What follows belongs to an exercise in optimizing a design on an open flow for small area and a short achievable clock period; a production flow would make more cautious choices.
Only simulation tests tie the RTL to the original design; equivalence was not proved.
Power and IR drop assume default switching activity.

<file path="design.v">
package cdq_pkg;
    localparam int SLOTS  = 16;
    localparam int ELEM_W = 32;
    localparam int NCELL  = SLOTS - 1;
    localparam int CNT_W  = $clog2(SLOTS);
    localparam logic [CNT_W-1:0] CNT_MAX = CNT_W'(NCELL);
    localparam logic [2:0] OP_PUSH_BACK  = 3'd0;
    localparam logic [2:0] OP_PUSH_FRONT = 3'd1;
    localparam logic [2:0] OP_POP_FRONT  = 3'd2;
    localparam logic [2:0] OP_POP_BACK   = 3'd3;
    localparam logic [2:0] OP_PEEK_FRONT = 3'd4;
    localparam logic [2:0] OP_PEEK_BACK  = 3'd5;
    localparam logic [2:0] OP_CLEAR      = 3'd6;
    localparam logic [1:0] ST_DONE  = 2'd0;
    localparam logic [1:0] ST_EMPTY = 2'd1;
    localparam logic [1:0] ST_FULL  = 2'd2;
    typedef logic [ELEM_W-1:0] t_elem;
endpackage
module circular_deque (
    input  logic                          i_clk,
    input  logic                          i_rst_n,
    input  logic                          i_valid,
    output logic                          o_ready,
    input  logic [2:0]                    i_opcode,
    input  logic [cdq_pkg::ELEM_W-1:0]    i_value,
    output logic                          o_valid,
    input  logic                          i_ready,
    output logic [1:0]                    o_status,
    output logic [cdq_pkg::ELEM_W-1:0]    o_read_value,
    output logic [cdq_pkg::CNT_W-1:0]     o_count,
    output logic                          o_is_empty,
    output logic                          o_is_full
);
    localparam int N = cdq_pkg::NCELL;
    localparam int W = cdq_pkg::ELEM_W;
    cdq_pkg::t_elem            mem [N];
    logic [N-1:0]              r_head;    
    logic [N-1:0]              r_tail;    
    logic [N-1:0]              head_m1, head_p1, tail_m1, tail_p1;
    logic [cdq_pkg::CNT_W-1:0] r_count;
    logic [cdq_pkg::CNT_W-1:0] n_count;
    logic                      r_empty, r_full;
    logic                      r_valid;
    logic [1:0]                r_status;
    logic [1:0]                n_status;
    cdq_pkg::t_elem            r_rd;
    cdq_pkg::t_elem            n_rd;
    logic [N-1:0]              rd_sel;
    logic                      in_acc;
    logic                      push_b, push_f, pop_f, pop_b, rd_f, rd_b, clr;
    assign o_ready = ~r_valid | i_ready;
    assign in_acc  = i_valid & o_ready;
    assign head_m1 = {r_head[0], r_head[N-1:1]};
    assign head_p1 = {r_head[N-2:0], r_head[N-1]};
    assign tail_m1 = {r_tail[0], r_tail[N-1:1]};
    assign tail_p1 = {r_tail[N-2:0], r_tail[N-1]};
    always_comb begin
        push_b   = 1'b0;
        push_f   = 1'b0;
        pop_f    = 1'b0;
        pop_b    = 1'b0;
        rd_f     = 1'b0;
        rd_b     = 1'b0;
        clr      = 1'b0;
        n_status = cdq_pkg::ST_DONE;
        case (i_opcode)
            cdq_pkg::OP_PUSH_BACK:  if (r_full) n_status = cdq_pkg::ST_FULL; else push_b = 1'b1;
            cdq_pkg::OP_PUSH_FRONT: if (r_full) n_status = cdq_pkg::ST_FULL; else push_f = 1'b1;
            cdq_pkg::OP_POP_FRONT:  if (r_empty) n_status = cdq_pkg::ST_EMPTY; else begin pop_f = 1'b1; rd_f = 1'b1; end
            cdq_pkg::OP_POP_BACK:   if (r_empty) n_status = cdq_pkg::ST_EMPTY; else begin pop_b = 1'b1; rd_b = 1'b1; end
            cdq_pkg::OP_PEEK_FRONT: if (r_empty) n_status = cdq_pkg::ST_EMPTY; else rd_f = 1'b1;
            cdq_pkg::OP_PEEK_BACK:  if (r_empty) n_status = cdq_pkg::ST_EMPTY; else rd_b = 1'b1;
            cdq_pkg::OP_CLEAR:      clr = 1'b1;
            default: ;
        endcase
    end
    always_comb begin
        n_count = r_count;
        if (clr) n_count = '0;
        else if (push_b | push_f) n_count = r_count + 1'b1;
        else if (pop_f | pop_b) n_count = r_count - 1'b1;
    end
    assign rd_sel = ({N{rd_f}} & r_head) | ({N{rd_b}} & tail_m1);
    cdq_pkg::t_elem rd_acc [N+1];
    assign rd_acc[0] = '0;
    for (genvar g = 0; g < N; g++) begin : g_rd
        assign rd_acc[g+1] = rd_acc[g] | (mem[g] & {W{rd_sel[g]}});
    end
    assign n_rd = rd_acc[N];
    for (genvar g = 0; g < N; g++) begin : g_slot
        always_ff @(posedge i_clk) begin
            if (!r_full && (head_m1[g] || r_tail[g])) mem[g] <= i_value;
        end
    end
    always_ff @(posedge i_clk) begin
        if (!i_rst_n) begin
            r_head  <= {{(N-1){1'b0}}, 1'b1};
            r_tail  <= {{(N-1){1'b0}}, 1'b1};
            r_count <= '0;
            r_empty <= 1'b1;
            r_full  <= 1'b0;
            r_valid <= 1'b0;
        end else begin
            if (in_acc) begin
                r_count <= n_count;
                r_empty <= (n_count == '0);
                r_full  <= (n_count == cdq_pkg::CNT_MAX);
                r_valid <= 1'b1;
                if (push_f) r_head <= head_m1;
                else if (pop_f) r_head <= head_p1;
                if (clr) r_tail <= r_head;
                else if (push_b) r_tail <= tail_p1;
                else if (pop_b) r_tail <= tail_m1;
            end else if (i_ready) begin
                r_valid <= 1'b0;
            end
        end
        if (o_ready) begin
            r_status <= n_status;
            r_rd     <= n_rd;
        end
    end
    assign o_valid      = r_valid;
    assign o_status     = r_status;
    assign o_read_value = r_rd;
    assign o_count      = r_count;
    assign o_is_empty   = r_empty;
    assign o_is_full    = r_full;
endmodule
</file>
<file path="run.sh">
#!/bin/bash
# synth_recipe.tcl (not shown) runs the flow's synth.tcl, then flattens the netlist and writes it again
# the make line also repeats each setting of config.mk as NAME=value (left out here)
make -C /OpenROAD-flow-scripts/flow DESIGN_CONFIG=/design/flow/config.mk WORK_HOME=/design/flow/orfs CLKGATE_MAP_FILE= SYNTH_SCRIPT=/design/flow/synth_recipe.tcl finish
</file>
<file path="config.mk">
export PLATFORM = sky130hd
export DESIGN_NAME = circular_deque
export DESIGN_NICKNAME = circular_deque
export VERILOG_FILES = /design/flow/design.v
export SDC_FILE = /design/flow/constraint.sdc
export NUM_CORES = 4
export LEC_CHECK = 0
export CAP_MARGIN = 20
export CORE_MARGIN = 2
export CORE_UTILIZATION = 40
export SLEW_MARGIN = 20
</file>
<file path="constraint.sdc">
create_clock -name core_clock -period 3.2 [get_ports {i_clk}]
set_input_delay 0.6400 -clock core_clock [delete_from_list [all_inputs] [get_ports {i_clk}]]
set_output_delay 0.6400 -clock core_clock [all_outputs]
set_load 0.01 [all_outputs]
</file>
==> results.txt, run 1 <==
dominant cells by area after synthesis edfxtp_1 76%, a22oi_1 6.1%, dfxtp_1 3.6%, nand2_1 1.6%, a222oi_1 1.6%; DR iter-0 viols 1,499; Nets 1,360; Clk pin slew, worst setup/hold paths 0.06 ns; final total power 15.7 mW; placement row count 82; CTS Hold Bufs 0; predominant post-synthesis flop cell edfxtp_1; post-DR vias/cell 5.85; final count of pins violating max slew 0; Yosys top cell area share 75.9%; initial antenna violation count 0; critical path class in -> reg; CP startpoint kind input port; largest net degree at the start of global routing 35; CTS buffer count 55; Critical R2R Launch r_empty; postcts setup bufs 0; CP arrival 3.18 ns; Hold Crit Class reg -> reg; fraction of registers with async set/reset 0%; root buf cell clkbuf_16; drt pass-1 iters 6; crit end category flip-flop; Mapped Area 20,300 um^2; htree depth 2; Slew HR 24.3%; WL/cell 27.1 um; Slew @ Worst Pin 1.13 ns; post-cts sizing count 0; initial core utilization 40.5%; Synth Warn # 3; Netlist cell types 46; Final setup viols 0; buffers added on ports 80; maximum vdd drop 414 uV; Filler cells 4,147; die height 230 um; leading area contributor after synthesis edfxtp_1; I/O pin cnt 81; Post-synth EDFFs 514; Final Cycle Share 85.3%; Max Freq 366 MHz; slowest cell on the critical path nor3_2; crit-path max cell delay 0.89 ns; final setup margin 0.470 ns; PwrDens 640 nW/um^2; Core Util, Final 48.9%; Crit path buffers/inverters 3; synthesis-stage register bit count 551; Setup WS pre-CTS -0.0725 ns; clk_skew 0.0195 ns; first-pass GRT wire length 80.0 mm; top-count cell post-synth edfxtp_1; share of cells above drive strength 1 14.4%; hold_sp r_count[3]; Longest Clk Path Bufs 3; GP Congestion 0.770; crit path time final 2.73 ns; Static Leak 8.16 nW; area occupied by multi-input gates 4050 um^2; max-cap viol count 0; Final HPWL DP 30.1 mm; Net Count, Synth 1,221; crit path launch i_opcode[1]; CP most frequent cell buf_12; Critical Path RT 3.65 ns; worst skew pair latency 0.60 ns; wire length after detailed routing 55.1 mm; final hold violation count 0; number of global-route vias before repair 11,800; Top delay family on crit path simple AND/OR/NAND/NOR gates; Placed Cells 1,934; ANT nets after route 0; core area 50,200 um^2; total gr overflow 0; routed vias 11,900; Synth Instances 1,180; clk sinks 551; Die Wd 230 um; post-synthesis average cell area 17.2 um^2; die area 52,700 um^2; P&R area growth vs syn 20.5%; number of antenna cells inserted 0; critical path, cell by cell clkdlybuf4s50_1 > xnor2_4 > buf_12 > nor3_2 > buf_12 > a22oi_1 > and4_1 > nand4_1; RSZ-0062 raised after global routing no; crit-path max FO 23; CTS tree done; most frequent cells after synthesis 514 x edfxtp_1, 164 x a22oi_1, 86 x nand2_1; Final Non-Filler Cells 2,037; Seq/Total Area, Yosys 79.5%; status no timing/DRC/antenna violations; DRC viols 0; All-Layer GR Usage 20.7%; Reg area 16,200 um^2
## kinds of logic (layout without fill, tap and decap cells)
kind of cell / after synthesis / after routing / share of synthesized area (%)
flip-flops: 551 / 551 / 79.5
buffers and inverters: 74 / 259 / 1.73
AND/OR/NAND/NOR: 235 / 235 / 5.86
AO/OA/AOI/OAI: 282 / 282 / 10.9
adder cells (fa/ha/maj): 2 / 2 / 0.123
XOR/XNOR: 4 / 4 / 0.265
multiplexers: 32 / 32 / 1.57
## layout by cell type (no fill, tap or decap), types with 8 or more instances in the layout
cell             count
a221oi_1            15
a222oi_1            32
a22o_1              15
a22oi_1            164
and3_1              16
buf_12              18
buf_4               55
bufinv_16            8
clkbuf_1             8
clkbuf_16           55
clkdlybuf4s50_1     80
clkinv_1            10
clkinv_2            11
dfxtp_1             36
edfxtp_1           514
mux2i_1             32
nand2_1             86
nand3_1             28
nand4_1             22
nor2_1              18
nor2_4              15
nor3_4              12
o211a_1             15
o21ai_0             16
o22ai_1             15
or3_1               11
## where the power goes
part / switching [mW] / internal (mW) / total [mW]
combinational: 0.515 / 0.262 / 0.777
sequential: 0.111 / 8.23 / 8.34
clock: 2.74 / 3.83 / 6.57
## area by class of cell
| type | count | area share (%) |
|---|---|---|
| Timing Repair Buffer | 153 | 6.42 |
| Tap cell | 672 | 3.43 |
| Clock inverter | 40 | 1.86 |
| Inverter | 3 | 0.0459 |
| Sequential cell | 551 | 66.0 |
| Clock buffer | 63 | 5.74 |
| Multi-Input combinational cell | 555 | 16.5 |
## flip-flops by register name, indices dropped and copies added (netlist names)
signal	flops
mem	480
r_empty	1
r_head	15
r_tail	15
r_valid	1
r_rd	32
r_full	1
r_status	2
r_count	4
## stage by stage
| step | hold WS [ns] | instance area, um^2 | TNS (ns) |
|---|---|---|---|
| floorplan | 0.485 | 20300 | 0 |
| global placement | 0.494 | 22600 | -5.40 |
| detailed placement | 0.506 | 22700 | -0.518 |
| CTS | 0.515 | 24500 | 0 |
| global route | 0.546 | 24500 | 0 |
| finish | 0.510 | 24500 | 0 |
## path summary, 6_finish.rpt
check / endpoint / slack [ns] / cells after the start
worst max-delay path: r_rd[8] / 0.47 / 8
worst min-delay path: r_count[3] / 0.51 / 2
worst max register to register: r_rd[8] / 0.82 / 6
worst min register to register: r_count[3] / 0.51 / 2
## worst min-delay path, delay by kind of cell, from the launching register on
kind | cells | cell delay (ns)
flops | 1 | 0.33
simple gates | 1 | 0.06
compound gates | 1 | 0.07
## metal layers
layer	track usage (%)	part of all wire (%)	routed length [um]
met1	28.0	41	22700
met3	3.06	7.2	3950
met5	0	0	0
met4	6.01	2.2	1190
met2	34.7	49	27300
==> inputs of run 2 (changes only) <==
--- a/config.mk
+++ b/config.mk
@@ -8,4 +8,5 @@
 export CAP_MARGIN = 20
 export CORE_MARGIN = 2
 export CORE_UTILIZATION = 40
+export SETUP_SLACK_MARGIN = 1.2
 export SLEW_MARGIN = 20
==> run 2 against run 1 <==
  * Sequential share of layout area down 2.8 points
  * Total power decreased by 0.11%
  * Non-clock buffer count increased by 85
  * Sequential power about the same
  * Cell count increased by 3.9%
  * Register-to-register slack gained 0.38 ns
  * Critical path depth rose by 2
  * Die area is the same
  * Routed wire length is 4.0% higher
  * Critical path type unchanged
  * Critical endpoint is now r_rd[9]
==> results.txt, run 2 <==
CTS tree done (unchanged); Seq/Total Area, Yosys 79.5% (unchanged); xor and xnor area share after synthesis 0.264% (unchanged); DRC viols 0 (unchanged); Top delay family on crit path simple AND/OR/NAND/NOR gates (unchanged); Crit path buffers/inverters 5 (was 3); Final HPWL DP 30.6 mm (was 30.1 mm); die area 52,700 um^2 (unchanged); Nets 1,443 (was 1,360); Synth Warn # 3 (unchanged); Filler cells 4,049 (was 4,147); ANT nets after route 0 (unchanged); Net Count, Synth 1,221 (unchanged); Synth Area in Compound Gates 10.9% (unchanged); Synth Instances 1,180 (unchanged); largest registers mem: 480 flops, r_rd: 32 flops (unchanged); CTS buffer count 53 (was 55); routed vias 12,300 (was 11,900); Static Leak 8.80 nW (was 8.16 nW); buffers added on ports 80 (unchanged); Yosys top cell area share 75.9% (unchanged); Final Cycle Share 63.9% (was 85.3%); All-Layer GR Usage 21.4% (was 20.7%); Mapped Area 20,300 um^2 (unchanged); WL/cell 27.1 um (about the same); most frequent cells in the layout 514 x edfxtp_1, 151 x a22oi_1, 107 x buf_4 (was 514 x edfxtp_1, 164 x a22oi_1, 86 x nand2_1); simple-gate area share of the yosys netlist 5.86% (unchanged); initial core utilization 40.5% (unchanged); number of antenna cells inserted 0 (unchanged); Critical Path RT 3.53 ns (was 3.65 ns); wire length after detailed routing 57.3 mm (was 55.1 mm); worst hold slack 0.514 ns (was 0.510 ns); largest net degree at the start of global routing 35 (unchanged); CP startpoint kind input port (unchanged); commonest non-fill, non-tap cell in the layout edfxtp_1 (unchanged); PwrDens 612 nW/um^2 (was 640 nW/um^2); area occupied by multi-input gates 4340 um^2 (was 4050 um^2); crit path launch i_opcode[2] (was i_opcode[1]); design area 25,600 um^2 (was 24,500 um^2); crit end category flip-flop (unchanged); status no timing/DRC/antenna violations (unchanged); top-count cell post-synth edfxtp_1 (unchanged); crit-path max FO 7 (was 23); RSZ-0062 raised after global routing yes (was no); I/O pin cnt 81 (unchanged); crit-path max cell delay 0.38 ns (was 0.89 ns); critical path, cell by cell buf_8 > xnor2_4 > buf_12 > buf_4 > buf_6 > nor3_4 > buf_6 > a222oi_1 > nand3_1 > or3_4 (was clkdlybuf4s50_1 > xnor2_4 > buf_12 > nor3_2 > buf_12 > a22oi_1 > and4_1 > nand4_1); leading area contributor after synthesis edfxtp_1 (unchanged); Slew @ Worst Pin 0.739 ns (was 1.13 ns); dominant cells by area after synthesis edfxtp_1 76%, a22oi_1 6.1%, dfxtp_1 3.6%, nand2_1 1.6%, a222oi_1 1.6% (unchanged); Setup WS pre-CTS -0.258 ns (was -0.0725 ns); final count of pins violating max slew 0 (unchanged); max reg flops 480 (unchanged); Post-Synth Adder-Cell Area 0.123% (unchanged); P&R area growth vs syn 25.9% (was 20.5%); Max Freq 489 MHz (was 366 MHz); clk_skew 0.0325 ns (was 0.0195 ns); htree depth 2 (unchanged); CP most frequent cell buf_6 (was buf_12); Critical R2R Launch r_empty (unchanged); number of global-route vias before repair 11,900 (was 11,800); final hold violation count 0 (unchanged); total gr overflow 0 (unchanged); root buf cell clkbuf_16 (unchanged); Reg area 16,200 um^2 (about the same); first-pass GRT wire length 82.2 mm (was 80.0 mm); clk sinks 551 (unchanged); Longest Clk Path Bufs 3 (unchanged); share of cells above drive strength 1 22.4% (was 14.4%); Top reg by flops mem (unchanged); Placed Instance Area 22,800 um^2 (was 22,700 um^2); slowest cell on the critical path a222oi_1 (was nor3_2); initial antenna violation count 1 (was 0); Slew HR 50.8% (was 24.3%); drt pass-1 iters 8 (was 6); post-synthesis average cell area 17.2 um^2 (unchanged); Core Util, Final 51.0% (was 48.9%); hold_sp r_count[3] (unchanged); largest family of logic cells by synthesized area compound AO/OA/AOI/OAI gates (unchanged); Hold Crit Class reg -> reg (unchanged); max-cap viol count 0 (unchanged); Clk pin slew, worst setup/hold paths 0.06 ns (about the same); placement row count 82 (unchanged); GP Congestion 0.784 (was 0.770); synthesis-stage register bit count 551 (unchanged); DR iter-0 viols 1,626 (was 1,499); crit path time final 2.04 ns (was 2.73 ns); Post-synth EDFFs 514 (unchanged); Netlist cell types 46 (unchanged); final setup margin 1.16 ns (was 0.470 ns); CP arrival 2.37 ns (was 3.18 ns); die height 230 um (unchanged); mux contribution to synthesized area 1.57% (unchanged); maximum vdd drop 454 uV (was 414 uV); final total power 15.7 mW (about the same); predominant post-synthesis flop cell edfxtp_1 (unchanged); Final setup viols 0 (unchanged); core area 50,200 um^2 (unchanged); Die Wd 230 um (unchanged); critical path class in -> reg (unchanged); most frequent cells after synthesis 514 x edfxtp_1, 164 x a22oi_1, 86 x nand2_1 (unchanged); fraction of registers with async set/reset 0% (unchanged); worst skew pair latency 0.62 ns (was 0.60 ns); post-DR vias/cell 5.80 (was 5.85)
-- run 2: cell counts after synthesis --
Identical to the previous run, type by type.
-- run 2: cells by family after synthesis --
kind of cell	after synthesis
compound gates	282
mux	32
simple gates	235
flops	551
xor+xnor	4
buf+inv	74
fa+ha+maj	2
-- run 2: worst paths after layout --
path | endpoint | slack (ns) | depth (start not counted)
hold / removal | r_count[3] | 0.51 | 2
hold reg to reg | r_count[3] | 0.51 | 2
setup / recovery | r_rd[9] | 1.16 | 10
setup reg to reg | r_rd[10] | 1.20 | 7
-- run 2: worst register-to-register path: stages, from the launching register on --
cell and delay (ns):
dfxtp_4 0.36, buf_12 0.12, buf_4 0.14, nor3_4 0.07, buf_6 0.13, a222oi_1 0.41, nand3_1 0.12, or3_4 0.39
-- run 2: routing by layer --
layer	vias to the layer above	part of all wire [%]	GRT usage (%)
li1	5305	-	-
met1	6308	40	28.7
met2	553	50	36.0
met3	111	7.6	3.16
met4	2	2.7	6.86
met5	-	0.019	0
-- run 2: cell type report --
class | instances | area share, %
clock buffer | 60 | 5.28
clock inverter | 37 | 1.79
inverter | 3 | 0.0440
multi-input combinational | 555 | 17.0
sequential | 551 | 63.2
tap | 672 | 3.28
timing repair buffer | 238 | 9.43
-- run 2: repair_timing --
item / CTS / global route
hold buffers: 0 / 0
setup buffers: 38 / 30
cloned: 0 / 2
setup endpoints to repair: 107 / 81
gates resized for setup: 122 / 43
pin swaps: 20 / 24
-- run 2: per-stage QoR --
step                setup TNS (ns)  cells
finish                           0   2116
global route                     0   2116
CTS                              0   2084
detailed placement           -4.23   1949
global placement             -3.60   1949
floorplan                        0   1180
-- run 2: power by group --
group          switching (mW)  total [mW]  internal, mW  leakage, nW
combinational           0.549       0.856         0.307         2.78
sequential              0.112        8.34          8.23         5.14
clock                    2.70        6.48          3.78        0.871
total                    3.36        15.7          12.3         8.80
==> inputs of run 3 (changes only) <==
--- a/config.mk
+++ b/config.mk
@@ -5,8 +5,10 @@
 export SDC_FILE = /design/flow/constraint.sdc
 export NUM_CORES = 4
 export LEC_CHECK = 0
+export ABC_CLOCK_PERIOD_IN_PS = 1500
 export CAP_MARGIN = 20
 export CORE_MARGIN = 2
-export CORE_UTILIZATION = 40
-export SETUP_SLACK_MARGIN = 1.2
+export CORE_UTILIZATION = 60
+export CTS_CLUSTER_SIZE = 30
+export SETUP_SLACK_MARGIN = 1.5
 export SLEW_MARGIN = 20
==> run 3 against run 2 <==
  * Count of clock-buffer cells in the layout is 7 higher
  * First-iteration DRC count is 13% higher
  * Core utilization is 28 points higher
  * Clock power is 5.6% lower
  * Synthesized cell count stayed put
  * Cell area is 3.4% higher
  * Critical endpoint is now r_rd[11]
==> results.txt, run 3 <==
Sw Share 21.3% (was 21.4%); Post-synth EDFFs 514 (unchanged); first-pass GRT wire length 83.5 mm (was 82.2 mm); Clk network pwr share 39.7% (was 41.3%); ANT nets after route 0 (unchanged); post-DR vias/cell 6.66 (was 5.80); total gr overflow 0 (unchanged); slowest cell on the critical path a222oi_1 (unchanged); Top delay family on crit path simple AND/OR/NAND/NOR gates (unchanged); most frequent cells after synthesis 514 x edfxtp_1, 164 x a22oi_1, 86 x nand2_1 (unchanged); drt pass-1 iters 6 (was 8); top-count cell post-synth edfxtp_1 (unchanged); clk sinks 551 (unchanged); final count of pins violating max slew 0 (unchanged); number of global-route vias before repair 12,400 (was 11,900); crit path time final 2.15 ns (was 2.04 ns); die height 188 um (was 230 um); CTS buffer count 54 (was 53); Final HPWL DP 28.0 mm (was 30.6 mm); largest registers mem: 480 flops, r_rd: 32 flops (unchanged); crit-path max cell delay 0.50 ns (was 0.38 ns); Yosys top cell area share 75.9% (unchanged); WL/cell 30.0 um (was 27.1 um); Synth Warn # 3 (unchanged); DR iter-0 viols 1,838 (was 1,626); grt met1 use 47.7% (was 28.7%); post-synthesis average cell area 17.2 um^2 (unchanged); Synth Instances 1,180 (unchanged); Final Non-Filler Cells 1,944 (was 2,116); status no timing/DRC/antenna violations (unchanged); number of antenna cells inserted 0 (unchanged); RSZ-0062 raised after global routing yes (unchanged); Top reg by flops mem (unchanged); CP startpoint kind input port (unchanged); Int Pwr 12.1 mW (was 12.3 mW); critical path class in -> reg (unchanged); initial antenna violation count 0 (was 1); final total power 15.4 mW (was 15.7 mW); Comb power frac 6.0% (was 5.5%); Hold Crit Class reg -> reg (unchanged); crit end category flip-flop (unchanged); met2 Use GR 50.8% (was 36.0%); Slew HR 37.4% (was 50.8%); initial core utilization 60.8% (was 40.5%); sequential power share 54.2% (was 53.2%); largest net degree at the start of global routing 33 (was 35); most frequent cells in the layout 514 x edfxtp_1, 130 x a22oi_1, 88 x buf_4 (was 514 x edfxtp_1, 151 x a22oi_1, 107 x buf_4); Final Cycle Share 67.2% (was 63.9%); worst skew pair latency 0.59 ns (was 0.62 ns); P&R area growth vs syn 30.1% (was 25.9%); predominant post-synthesis flop cell edfxtp_1 (unchanged); buffers added on ports 80 (unchanged); htree depth 2 (unchanged); core area 33,400 um^2 (was 50,200 um^2); reg2reg setup slack 1.11 ns (was 1.20 ns); Clk pin slew, worst setup/hold paths 0.06 ns (about the same); Nets 1,497 (was 1,443); DRC viols 0 (unchanged); Critical Path RT 3.53 ns (about the same); All-Layer GR Usage 32.9% (was 21.4%); die area 35,400 um^2 (was 52,700 um^2); fraction of registers with async set/reset 0% (unchanged); Seq/Total Area, Yosys 79.5% (unchanged); I/O pin cnt 81 (unchanged); GP Congestion 0.834 (was 0.784); max reg flops 480 (unchanged); max-cap viol count 0 (unchanged); root buf cell clkbuf_16 (unchanged); synthesis-stage register bit count 551 (unchanged); gr busiest metal met2 (unchanged); Static Leak 9.21 nW (was 8.80 nW); clk_skew 0.0264 ns (was 0.0325 ns); placement row count 67 (was 82); Max Freq 465 MHz (was 489 MHz); CP arrival 2.48 ns (was 2.37 ns); Final setup viols 0 (unchanged); share of cells above drive strength 1 30.6% (was 22.4%); crit-path max FO 8 (was 7); Slew @ Worst Pin 0.939 ns (was 0.739 ns); Placed Cells 1,718 (was 1,949); dominant cells by area after synthesis edfxtp_1 76%, a22oi_1 6.1%, dfxtp_1 3.6%, nand2_1 1.6%, a222oi_1 1.6% (unchanged); Die Wd 188 um (was 230 um); P_sw 3.28 mW (was 3.36 mW); Netlist cell types 46 (unchanged); CTS tree done (unchanged); leading area contributor after synthesis edfxtp_1 (unchanged); final hold violation count 0 (unchanged); Mapped Area 20,300 um^2 (unchanged); maximum vdd drop 519 uV (was 454 uV); Net Count, Synth 1,221 (unchanged); Longest Clk Path Bufs 3 (unchanged); Crit path buffers/inverters 4 (was 5); PwrDens 582 nW/um^2 (was 612 nW/um^2); wire length after detailed routing 58.3 mm (was 57.3 mm); commonest non-fill, non-tap cell in the layout edfxtp_1 (unchanged); critical path, cell by cell buf_6 > buf_6 > buf_12 > mux2i_4 > nor3_4 > buf_12 > a222oi_1 > nand3_1 > or3_1 (was buf_8 > xnor2_4 > buf_12 > buf_4 > buf_6 > nor3_4 > buf_6 > a222oi_1 > nand3_1 > or3_4); met3 Use GR 6.57% (was 3.16%); routed vias 12,900 (was 12,300)
[run 3: cell counts after synthesis]
Identical to the previous run, type by type.
[run 3: power groups by stage]
stage	registers [mW]	clock network, mW	logic [mW]
2_1_floorplan	8.48	0	0.301
3_3_place_gp	8.48	0	0.743
3_5_place_dp	8.49	0	0.752
4_1_cts	8.34	6.17	0.870
5_1_grt	8.37	6.44	0.974
6_report	8.35	6.12	0.929
[run 3: through the flow]
step,setup TNS (ns),hold slack [ns],worst slack (ns),util (%),cell area [um^2]
final,0,0.547,1.05,79.1,26500
after global routing,0,0.569,1.03,79.1,26500
after CTS,0,0.526,1.10,77.6,25900
after detailed placement,-3.21,0.495,-0.213,66.9,22400
after global placement,-2.41,0.488,-0.165,66.9,22400
after floorplan,0,0.485,0.948,-,20600
[run 3: path summary, 6_finish.rpt]
check        depth (start not counted)        start  endpoint
max reg2reg                          7      r_empty   r_rd[5]
min                                  2  mem[12][28]  r_rd[28]
min reg2reg                          2  mem[12][28]  r_rd[28]
max                                  9  i_opcode[0]  r_rd[11]
[run 3: worst reg2reg max path, stage by stage (launching register included)]
cell and delay (ns):
dfxtp_4 0.37, buf_4 0.26, nor3_4 0.08, buf_12 0.14
buf_6 0.12, a222oi_1 0.36, nand3_1 0.14, or3_1 0.35
[run 3: routing by layer]
layer,vias to the layer above,share of wire (%)
li1,5440,-
met4,0,3.1
met5,-,0
met3,137,11
met1,6547,38
met2,816,47
[run 3: cells by family after synthesis]
group           count (synthesis)  share of synthesized area (%)
mux                            32                           1.57
buf+inv                        74                           1.73
xor+xnor                        4                          0.265
flops                         551                           79.5
fa+ha+maj                       2                          0.123
simple gates                  235                           5.86
compound gates                282                           10.9
[run 3: timing repair]
item	in CTS	in global routing
gates resized for setup	368	78
setup endpoints to repair	395	194
cloned	15	4
pin swaps	98	66
buffers inserted	97	14
hold buffers	0	0
[run 3: final cells by class]
| type | instances | area, um^2 |
|---|---|---|
| Clock inverter | 29 | 280 |
| Multi-Input combinational cell | 558 | 4740 |
| Inverter | 3 | 11.3 |
| Clock buffer | 67 | 1420 |
| Fill cell | 1739 | 6980 |
| Tap cell | 448 | 561 |
| Sequential cell | 551 | 16200 |
| Timing Repair Buffer | 288 | 3260 |
==> inputs of run 4 (changes only) <==
--- a/design.v
+++ b/design.v
@@ -34,26 +34,32 @@
     localparam int N = cdq_pkg::NCELL;
     localparam int W = cdq_pkg::ELEM_W;
     cdq_pkg::t_elem            mem [N];
-    logic [N-1:0]              r_head;    
-    logic [N-1:0]              r_tail;    
-    logic [N-1:0]              head_m1, head_p1, tail_m1, tail_p1;
+    logic [3:0]                r_head;    
+    logic [3:0]                r_tail;    
+    logic [3:0]                head_inc, head_dec, tail_inc, tail_dec;
+    logic [N-1:0]              head_oh, tail_oh, head_m1, tail_m1;
     logic [cdq_pkg::CNT_W-1:0] r_count;
     logic [cdq_pkg::CNT_W-1:0] n_count;
     logic                      r_empty, r_full;
     logic                      r_valid;
     logic [1:0]                r_status;
     logic [1:0]                n_status;
-    cdq_pkg::t_elem            r_rd;
-    cdq_pkg::t_elem            n_rd;
+    logic [N-1:0]              r_rd_ptr;   
     logic [N-1:0]              rd_sel;
     logic                      in_acc;
     logic                      push_b, push_f, pop_f, pop_b, rd_f, rd_b, clr;
     assign o_ready = ~r_valid | i_ready;
     assign in_acc  = i_valid & o_ready;
-    assign head_m1 = {r_head[0], r_head[N-1:1]};
-    assign head_p1 = {r_head[N-2:0], r_head[N-1]};
-    assign tail_m1 = {r_tail[0], r_tail[N-1:1]};
-    assign tail_p1 = {r_tail[N-2:0], r_tail[N-1]};
+    assign head_inc = (r_head == 4'(N - 1)) ? 4'd0 : r_head + 4'd1;
+    assign head_dec = (r_head == 4'd0) ? 4'(N - 1) : r_head - 4'd1;
+    assign tail_inc = (r_tail == 4'(N - 1)) ? 4'd0 : r_tail + 4'd1;
+    assign tail_dec = (r_tail == 4'd0) ? 4'(N - 1) : r_tail - 4'd1;
+    for (genvar g = 0; g < N; g++) begin : g_dec
+        assign head_oh[g] = (r_head == 4'(g));
+        assign tail_oh[g] = (r_tail == 4'(g));
+    end
+    assign head_m1 = {head_oh[0], head_oh[N-1:1]};
+    assign tail_m1 = {tail_oh[0], tail_oh[N-1:1]};
     always_comb begin
         push_b   = 1'b0;
         push_f   = 1'b0;
@@ -80,22 +86,22 @@
         else if (push_b | push_f) n_count = r_count + 1'b1;
         else if (pop_f | pop_b) n_count = r_count - 1'b1;
     end
-    assign rd_sel = ({N{rd_f}} & r_head) | ({N{rd_b}} & tail_m1);
+    assign rd_sel = ({N{rd_f}} & head_oh) | ({N{rd_b}} & tail_m1);
     cdq_pkg::t_elem rd_acc [N+1];
     assign rd_acc[0] = '0;
     for (genvar g = 0; g < N; g++) begin : g_rd
-        assign rd_acc[g+1] = rd_acc[g] | (mem[g] & {W{rd_sel[g]}});
+        assign rd_acc[g+1] = rd_acc[g] | (mem[g] & {W{r_rd_ptr[g]}});
     end
-    assign n_rd = rd_acc[N];
     for (genvar g = 0; g < N; g++) begin : g_slot
         always_ff @(posedge i_clk) begin
-            if (!r_full && (head_m1[g] || r_tail[g])) mem[g] <= i_value;
+            if (!r_full && (head_m1[g] || tail_oh[g]) && (!r_rd_ptr[g] || o_ready))
+                mem[g] <= i_value;
         end
     end
     always_ff @(posedge i_clk) begin
         if (!i_rst_n) begin
-            r_head  <= {{(N-1){1'b0}}, 1'b1};
-            r_tail  <= {{(N-1){1'b0}}, 1'b1};
+            r_head  <= '0;
+            r_tail  <= '0;
             r_count <= '0;
             r_empty <= 1'b1;
             r_full  <= 1'b0;
@@ -106,23 +112,23 @@
                 r_empty <= (n_count == '0);
                 r_full  <= (n_count == cdq_pkg::CNT_MAX);
                 r_valid <= 1'b1;
-                if (push_f) r_head <= head_m1;
-                else if (pop_f) r_head <= head_p1;
+                if (push_f) r_head <= head_dec;
+                else if (pop_f) r_head <= head_inc;
                 if (clr) r_tail <= r_head;
-                else if (push_b) r_tail <= tail_p1;
-                else if (pop_b) r_tail <= tail_m1;
+                else if (push_b) r_tail <= tail_inc;
+                else if (pop_b) r_tail <= tail_dec;
             end else if (i_ready) begin
                 r_valid <= 1'b0;
             end
         end
         if (o_ready) begin
             r_status <= n_status;
-            r_rd     <= n_rd;
+            r_rd_ptr <= rd_sel;
         end
     end
     assign o_valid      = r_valid;
     assign o_status     = r_status;
-    assign o_read_value = r_rd;
+    assign o_read_value = rd_acc[N];
     assign o_count      = r_count;
     assign o_is_empty   = r_empty;
     assign o_is_full    = r_full;
==> config.mk (replaced) <==
export PLATFORM = sky130hd
export DESIGN_NAME = circular_deque
export DESIGN_NICKNAME = circular_deque
export VERILOG_FILES = /design/flow/design.v
export SDC_FILE = /design/flow/constraint.sdc
export NUM_CORES = 4
export LEC_CHECK = 0
export CAP_MARGIN = 20
export CORE_MARGIN = 2
export CORE_UTILIZATION = 40
export SETUP_SLACK_MARGIN = 1.4
export SLEW_MARGIN = 20
==> run 4 against run 3 <==
  * Total power shrank 3.5%
  * Largest power group unchanged
  * Critical path type is now reg -> out
  * Sequential share of layout area shrank 1.9 points
  * Hold slack lost 0.066 ns
  * Sequential power shrank 7.7%
  * Worst setup slack lost 0.77 ns
==> results.txt, run 4 <==
Clk network pwr share 37.4% (was 39.7%); share of cells above drive strength 1 32.1% (was 30.6%); Final Cycle Share 91.4% (was 67.2%); Top reg by flops mem (unchanged); largest registers mem: 480 flops, r_rd_ptr: 15 flops (was mem: 480 flops, r_rd: 32 flops); P&R area growth vs syn 34.4% (was 30.1%); final setup margin 0.275 ns (was 1.05 ns); Yosys top cell area share 77.9% (was 75.9%); most frequent cells after synthesis 497 x edfxtp_1, 137 x a22oi_1, 59 x clkbuf_1 (was 514 x edfxtp_1, 164 x a22oi_1, 86 x nand2_1); PwrDens 577 nW/um^2 (was 582 nW/um^2); setup TNS 0 ns (unchanged); crit-path max cell delay 0.45 ns (was 0.50 ns); Die Wd 223 um (was 188 um); Slew HR 60.4% (was 37.4%); CP arrival 2.28 ns (was 2.48 ns); Mapped Area 19,200 um^2 (was 20,300 um^2); I/O pin cnt 81 (unchanged); Synth Instances 1,072 (was 1,180); post-synthesis average cell area 17.9 um^2 (was 17.2 um^2); CP startpoint kind flip-flop (was input port); critical path, cell by cell buf_12 > buf_8 > a222oi_1 > and3_1 > nand4_1 > buf_2 (was buf_6 > buf_6 > buf_12 > mux2i_4 > nor3_4 > buf_12 > a222oi_1 > nand3_1 > or3_1); fraction of registers with async set/reset 0% (unchanged); P_sw 3.45 mW (was 3.28 mW); wire length after detailed routing 62.2 mm (was 58.3 mm); FF-to-FF path depth 8 (was 7); synthesis-stage register bit count 512 (was 551); root buf cell clkbuf_16 (unchanged); top-count cell post-synth edfxtp_1 (unchanged); end of the worst hold path r_count[3] (was r_rd[28]); Final setup viols 0 (unchanged); Int Pwr 11.4 mW (was 12.1 mW); buffers added on ports 80 (unchanged); Core Util, Final 54.1% (was 79.1%); crit-path max FO 7 (was 8); maximum vdd drop 357 uV (was 519 uV); clk sinks 512 (was 551); initial antenna violation count 2 (was 0); RSZ-0062 raised after global routing yes (unchanged); Hold Crit Class reg -> reg (unchanged); Slew @ Worst Pin 0.591 ns (was 0.939 ns); final hold violation count 0 (unchanged); Post-synth EDFFs 497 (was 514); dominant cells by area after synthesis edfxtp_1 78%, a22oi_1 5.4%, a221oi_1 1.7%, a222oi_1 1.7%, dfxtp_1 1.6% (was edfxtp_1 76%, a22oi_1 6.1%, dfxtp_1 3.6%, nand2_1 1.6%, a222oi_1 1.6%); max reg flops 480 (unchanged); clk_skew 0.0142 ns (was 0.0264 ns); DR iter-0 viols 2,012 (was 1,838); drt pass-1 iters 5 (was 6); Reg-to-Reg End mem[3][21] (was r_rd[5]); Crit path buffers/inverters 3 (was 4); All-Layer GR Usage 23.3% (was 32.9%); placement row count 80 (was 67); worst skew pair latency 0.58 ns (was 0.59 ns); initial core utilization 40.3% (was 60.8%); first-pass GRT wire length 83.3 mm (was 83.5 mm); post-DR vias/cell 6.27 (was 6.66); htree depth 2 (unchanged); sequential power share 51.9% (was 54.2%); final total power 14.9 mW (was 15.4 mW); Net Count, Synth 1,122 (was 1,221); Static Leak 8.48 nW (was 9.21 nW); Hold Crit Depth 2 (unchanged); critical path class reg -> out (was in -> reg); Top delay family on crit path buffers and inverters (was simple AND/OR/NAND/NOR gates); Longest Clk Path Bufs 3 (unchanged); Nets 1,413 (was 1,497); total gr overflow 0 (unchanged); Final HPWL DP 27.0 mm (was 28.0 mm); reg2reg setup slack 1.16 ns (was 1.11 ns); final count of pins violating max slew 0 (unchanged); CTS buffer count 50 (was 54); max-cap viol count 0 (unchanged); WL/cell 30.8 um (was 30.0 um); DRC viols 0 (unchanged); largest net degree at the start of global routing 34 (was 33); Critical Path RT 2.56 ns (was 3.53 ns); Max Freq 342 MHz (was 465 MHz); core area 47,500 um^2 (was 33,400 um^2); routed vias 12,600 (was 12,900); hold_sp r_count[3] (was mem[12][28]); Filler cells 3,609 (was 1,739); commonest non-fill, non-tap cell in the layout edfxtp_1 (unchanged); number of global-route vias before repair 11,900 (was 12,400); status no timing/DRC/antenna violations (unchanged); GP Congestion 0.827 (was 0.834); Netlist cell types 66 (was 46); Comb power frac 10.7% (was 6.0%); Sw Share 23.2% (was 21.3%); crit end category output pin (was flip-flop); Synth Warn # 3 (unchanged); Setup WS pre-CTS 0.451 ns (was -0.213 ns); most frequent cells in the layout 497 x edfxtp_1, 135 x a22oi_1, 106 x buf_4 (was 514 x edfxtp_1, 130 x a22oi_1, 88 x buf_4); leading area contributor after synthesis edfxtp_1 (unchanged); die area 49,700 um^2 (was 35,400 um^2); Seq/Total Area, Yosys 79.5% (about the same); slowest cell on the critical path edfxtp_1 (was a222oi_1); CTS tree done (unchanged); predominant post-synthesis flop cell edfxtp_1 (unchanged); Clk pin slew, worst setup/hold paths 0.06 ns (about the same); worst hold slack 0.481 ns (was 0.547 ns); ANT nets after route 0 (unchanged); die height 223 um (was 188 um); crit path time final 2.92 ns (was 2.15 ns); Critical R2R Launch r_rd_ptr[3] (was r_empty)
run 4: cell types whose count changed after synthesis, sizes merged, moves of 14 or more:
| cell | change |
|---|---|
| nand2 | -65 |
| clkbuf | +32 |
| buf | -30 |
| mux2i | -29 |
| a22oi | -26 |
| a221oi | +22 |
| dfxtp | -22 |
| nor2 | -19 |
| and3 | +18 |
| a22o | +17 |
| edfxtp | -17 |
| a21oi | +15 |
| nand3 | -15 |
| o211a | -14 |
run 4: worst max path at each step:
stage | from | cells past startpoint | endpoint
after floorplan | i_ready | 4 | mem[1][0]
after global placement | r_rd_ptr[5] | 5 | o_read_value[28]
after detailed placement | i_opcode[2] | 5 | r_rd_ptr[0]
after CTS | r_rd_ptr[3] | 6 | o_read_value[24]
after global routing | r_rd_ptr[2] | 6 | o_read_value[1]
final | r_rd_ptr[2] | 6 | o_read_value[15]
run 4: layout make-up:
class                           count  area, um^2  area share, %
Antenna cell                        1        2.50        0.00972
Clock buffer                       65        1310           5.08
Clock inverter                     24         193          0.749
Inverter                           13        70.1          0.272
Multi-Input combinational cell    474        4310           16.8
Sequential cell                   512       15300           59.3
Tap cell                          615         769           2.99
Timing Repair Buffer              312        3810           14.8
run 4: routing by layer:
metal | GRT usage [%] | part of all wire [%] | up-vias
met1 | 31.4 | 37 | 6448
met3 | 4.91 | 12 | 147
met5 | 0 | 0.013 | -
met4 | 6.99 | 3.4 | 2
met2 | 38.3 | 48 | 869
li1 | - | - | 5170
run 4: worst reg2reg max path, cell delays in order, from the launching register on:
cell and delay (ns):
edfxtp_1 0.47, buf_6 0.19, buf_16 0.17, buf_6 0.13, buf_6 0.12, a211oi_4 0.20
buf_6 0.20, buf_6 0.14, buf_16 0.13
run 4: cell families after synthesis:
kind of cell	after synthesis	share of synthesized area, %
AND/OR/NAND/NOR	142	4.45
adder cells (fa/ha/maj)	11	0.718
XOR/XNOR	5	0.229
AO/OA/AOI/OAI	313	13.2
flip-flops	512	79.5
multiplexers	3	0.157
buffers and inverters	86	1.80
run 4: per-stage QoR:
stage	cells	cell area, um^2
after floorplan	1072	19500
after global placement	1754	21400
after detailed placement	1754	21400
after CTS	1956	24800
after global routing	2015	25700
final	2016	25700
run 4: power by group through the flow:
| stage | combinational (mW) | clock, mW | sequential [mW] |
|---|---|---|---|
| 2_1_floorplan | 0.539 | 0 | 7.83 |
| 3_3_place_gp | 1.16 | 0 | 7.85 |
| 3_5_place_dp | 1.16 | 0 | 7.86 |
| 4_1_cts | 1.45 | 5.58 | 7.71 |
| 5_1_grt | 1.66 | 5.86 | 7.72 |
| 6_report | 1.60 | 5.56 | 7.71 |
run 4: timing repair:
action,4_1_cts,5_1_grt
setup endpoints to repair,549,438
cloned,20,15
hold buffers,0,0
pin swaps,74,58
resized for setup,345,66
buffers inserted,93,44
==> inputs of run 5 (changes only) <==
--- a/config.mk
+++ b/config.mk
@@ -8,5 +8,5 @@
 export CAP_MARGIN = 20
 export CORE_MARGIN = 2
 export CORE_UTILIZATION = 40
-export SETUP_SLACK_MARGIN = 1.4
+export SETUP_SLACK_MARGIN = 1.0
 export SLEW_MARGIN = 20
==> run 5 against run 4 <==
  * Sequential power barely moved
  * Maximum frequency is 1.6% lower
  * Cell count shrank 5.1%
  * Hold slack better by 0.012 ns
  * Flip-flop and latch count stayed put
  * Global-route usage down 1.3 points
  * Critical endpoint is now o_read_value[11]
  * Cell area fell by 7.3%
  * Routed wire length fell by 12%
  * Clock skew increased by 0.0056 ns
  * Combinational power fell by 22%
  * Register-to-register slack got worse by 0.09 ns
==> results.txt, run 5 <==
most frequent cells after synthesis 497 x edfxtp_1, 137 x a22oi_1, 59 x clkbuf_1 (unchanged); CTS Hold Bufs 0 (unchanged); Placed Cells 1,758 (was 1,754); total gr overflow 0 (unchanged); I/O pin cnt 81 (unchanged); P&R area growth vs syn 24.6% (was 34.4%); Slew @ Worst Pin 0.577 ns (was 0.591 ns); predominant post-synthesis flop cell edfxtp_1 (unchanged); Critical Path RT 2.56 ns (about the same); top-count cell post-synth edfxtp_1 (unchanged); critical path, cell by cell buf_12 > buf_6 > buf_8 > a22o_1 > a221oi_2 > nand4_1 > buf_2 (was buf_12 > buf_8 > a222oi_1 > and3_1 > nand4_1 > buf_2); wire length after detailed routing 54.7 mm (was 62.2 mm); most frequent cells in the layout 497 x edfxtp_1, 137 x a22oi_1, 63 x buf_4 (was 497 x edfxtp_1, 135 x a22oi_1, 106 x buf_4); Int Pwr 11.3 mW (was 11.4 mW); Comb power frac 8.5% (was 10.7%); CP arrival 2.33 ns (was 2.28 ns); initial antenna violation count 3 (was 2); CP startpoint kind flip-flop (unchanged); Yosys top cell area share 77.9% (unchanged); Core Util, Final 50.2% (was 54.1%); CTS buffer count 51 (was 50); Filler cells 3,846 (was 3,609); setup TNS 0 ns (unchanged); dominant cells by area after synthesis edfxtp_1 78%, a22oi_1 5.4%, a221oi_1 1.7%, a222oi_1 1.7%, dfxtp_1 1.6% (unchanged); crit end category output pin (unchanged); htree depth 2 (unchanged); maximum vdd drop 360 uV (was 357 uV); Mapped Area 19,200 um^2 (unchanged); Hold Crit Class reg -> reg (unchanged); final count of pins violating max slew 0 (unchanged); first-pass GRT wire length 79.3 mm (was 83.3 mm); Static Leak 7.69 nW (was 8.48 nW); commonest non-fill, non-tap cell in the layout edfxtp_1 (unchanged); ANT nets after route 0 (unchanged); design area 23,900 um^2 (was 25,700 um^2); Netlist cell types 66 (unchanged); crit path time final 2.97 ns (was 2.92 ns); largest registers mem: 480 flops, r_rd_ptr: 15 flops (unchanged); routed vias 11,600 (was 12,600); Die Wd 223 um (unchanged); All-Layer GR Usage 22.0% (was 23.3%); worst skew pair latency 0.60 ns (was 0.58 ns); largest net degree at the start of global routing 34 (unchanged); buffers added on ports 80 (unchanged); Final Cycle Share 92.9% (was 91.4%); placement row count 80 (unchanged); Max Freq 336 MHz (was 342 MHz); share of cells above drive strength 1 23.1% (was 32.1%); Synth Instances 1,072 (unchanged); Final HPWL DP 27.8 mm (was 27.0 mm); slowest cell on the critical path edfxtp_1 (unchanged); Longest Clk Path Bufs 3 (unchanged); max reg flops 480 (unchanged); Nets 1,309 (was 1,413); Top reg by flops mem (unchanged); post-DR vias/cell 6.06 (was 6.27); DR iter-0 viols 1,470 (was 2,012); clk_skew 0.0198 ns (was 0.0142 ns); WL/cell 28.6 um (was 30.8 um); PwrDens 612 nW/um^2 (was 577 nW/um^2); number of antenna cells inserted 0 (was 1); critical path class reg -> out (unchanged); CTS tree done (unchanged); GP Congestion 0.797 (was 0.827); Setup WS pre-CTS 0.293 ns (was 0.451 ns); Post-synth EDFFs 497 (unchanged); post-synthesis average cell area 17.9 um^2 (unchanged); Synth Warn # 3 (unchanged); worst hold slack 0.493 ns (was 0.481 ns); P_sw 3.36 mW (was 3.45 mW); RSZ-0062 raised after global routing yes (unchanged); Final Non-Filler Cells 1,914 (was 2,016); sequential power share 52.8% (was 51.9%); final hold violation count 0 (unchanged); final total power 14.6 mW (was 14.9 mW); Net Count, Synth 1,122 (unchanged); crit-path max cell delay 0.47 ns (was 0.45 ns); Clk network pwr share 38.7% (was 37.4%); Seq/Total Area, Yosys 79.5% (unchanged); initial core utilization 40.3% (unchanged); status no timing/DRC/antenna violations (unchanged); number of global-route vias before repair 11,600 (was 11,900); Sw Share 23.0% (was 23.2%); Clk pin slew, worst setup/hold paths 0.06 ns (about the same); Final setup viols 0 (unchanged); synthesis-stage register bit count 512 (unchanged); core area 47,500 um^2 (unchanged); leading area contributor after synthesis edfxtp_1 (unchanged); Slew HR 61.4% (was 60.4%); max-cap viol count 0 (unchanged); root buf cell clkbuf_16 (unchanged); clk sinks 512 (unchanged); final setup margin 0.227 ns (was 0.275 ns); die area 49,700 um^2 (unchanged); crit-path max FO 6 (was 7); fraction of registers with async set/reset 0% (unchanged); drt pass-1 iters 5 (unchanged); die height 223 um (unchanged); DRC viols 0 (unchanged); Placed Instance Area 21,400 um^2 (about the same)
[run 5: cell count changes in the layout (fill, tap and decap cells not counted), moves of 8 or more]
cell,delta
a221oi_1,+8
buf_12,-18
buf_16,-17
buf_2,-10
buf_4,-43
buf_6,-17
clkbuf_16,-11
dfxtp_4,-11
ha_4,-8
[run 5: power groups by stage]
| stage | logic (mW) | registers, mW | clock network (mW) |
|---|---|---|---|
| 2_1_floorplan | 0.536 | 7.83 | 0 |
| 3_3_place_gp | 1.15 | 7.85 | 0 |
| 3_5_place_dp | 1.16 | 7.86 | 0 |
| 4_1_cts | 1.22 | 7.72 | 5.72 |
| 5_1_grt | 1.32 | 7.74 | 6.00 |
| 6_report | 1.25 | 7.72 | 5.65 |
[run 5: critical path, delay by kind of cell (launching register included)]
family,cells,cell delay (ns)
flops,1,0.47
simple gates,1,0.21
compound gates,2,0.44
buf+inv,4,0.60
[run 5: kinds of logic after synthesis]
| group | count (synthesis) | share of synthesized area, % |
|---|---|---|
| DFF | 512 | 79.5 |
| muxes | 3 | 0.157 |
| buffers and inverters | 86 | 1.80 |
| and+or+nand+nor | 142 | 4.45 |
| xor gates and xnor gates | 5 | 0.229 |
| adders and majority gates | 11 | 0.718 |
| AOI/OAI and AO/OA | 313 | 13.2 |
[run 5: area by class of cell]
cell class	instances	area (um^2)	area share, %
tap	615	769	3.22
clock buffer	69	1370	5.72
clock inverter	24	184	0.770
inverter	13	52.6	0.220
multi-input combinational	474	4000	16.7
sequential	512	15200	63.8
timing repair buffer	207	2260	9.48
[run 5: worst paths after layout]
path,from,endpoint,slack (ns),cells past startpoint
hold / removal,r_count[2],r_count[2],0.49,2
hold reg to reg,r_count[2],r_count[2],0.49,2
setup reg to reg,r_head[1],mem[5][17],1.07,4
setup / recovery,r_rd_ptr[2],o_read_value[11],0.23,7
[run 5: what timing repair did]
action,CTS,global route
cloned,5,1
resized for setup,203,24
setup buffers,50,7
endpoints found under the setup margin,368,229
pin swaps,59,35
[run 5: routing by layer]
metal	vias up	part of all wire, %	track usage (%)
met5	-	0.053	0
met4	4	1.6	5.22
met3	66	8.3	4.43
met2	520	48	35.2
met1	6066	42	31.2
li1	4946	-	-

## separate check: timing with driven ports
In the flow no input, the clock included, has a driving cell. The finished layouts below were timed again as built, in two steps. Step 1 assumes that a clkbuf_16 drives the clock port and a buf_2 every other input. Step 2 times the ports against the registers' clock, not the clock port: input delays grow and output delays shrink by t, the midpoint of the rising clock arrivals with the driver on. Three values: no drivers, after step 1, after step 2; two values: the first two.
run	shift t [ns]	setup slack, ns	slew at the worst register clock pin (ns)
run 1	0.639	0.470 / 0.438 / -0.140	0.07 / 0.07
run 2	0.664	1.156 / 1.172 / 0.508	0.07 / 0.07
run 3	0.633	1.050 / 1.061 / 0.428	0.06 / 0.06
run 4	0.631	0.275 / 0.219 / 0.850	0.07 / 0.07
run 5	0.654	0.227 / 0.167 / 0.510	0.07 / 0.07
Met with ideal ports but missed after step 2: setup timing in run 1. The setup slack of run 2, which loses most, moves by +0.016 ns with the drivers and by -0.648 ns with both steps.
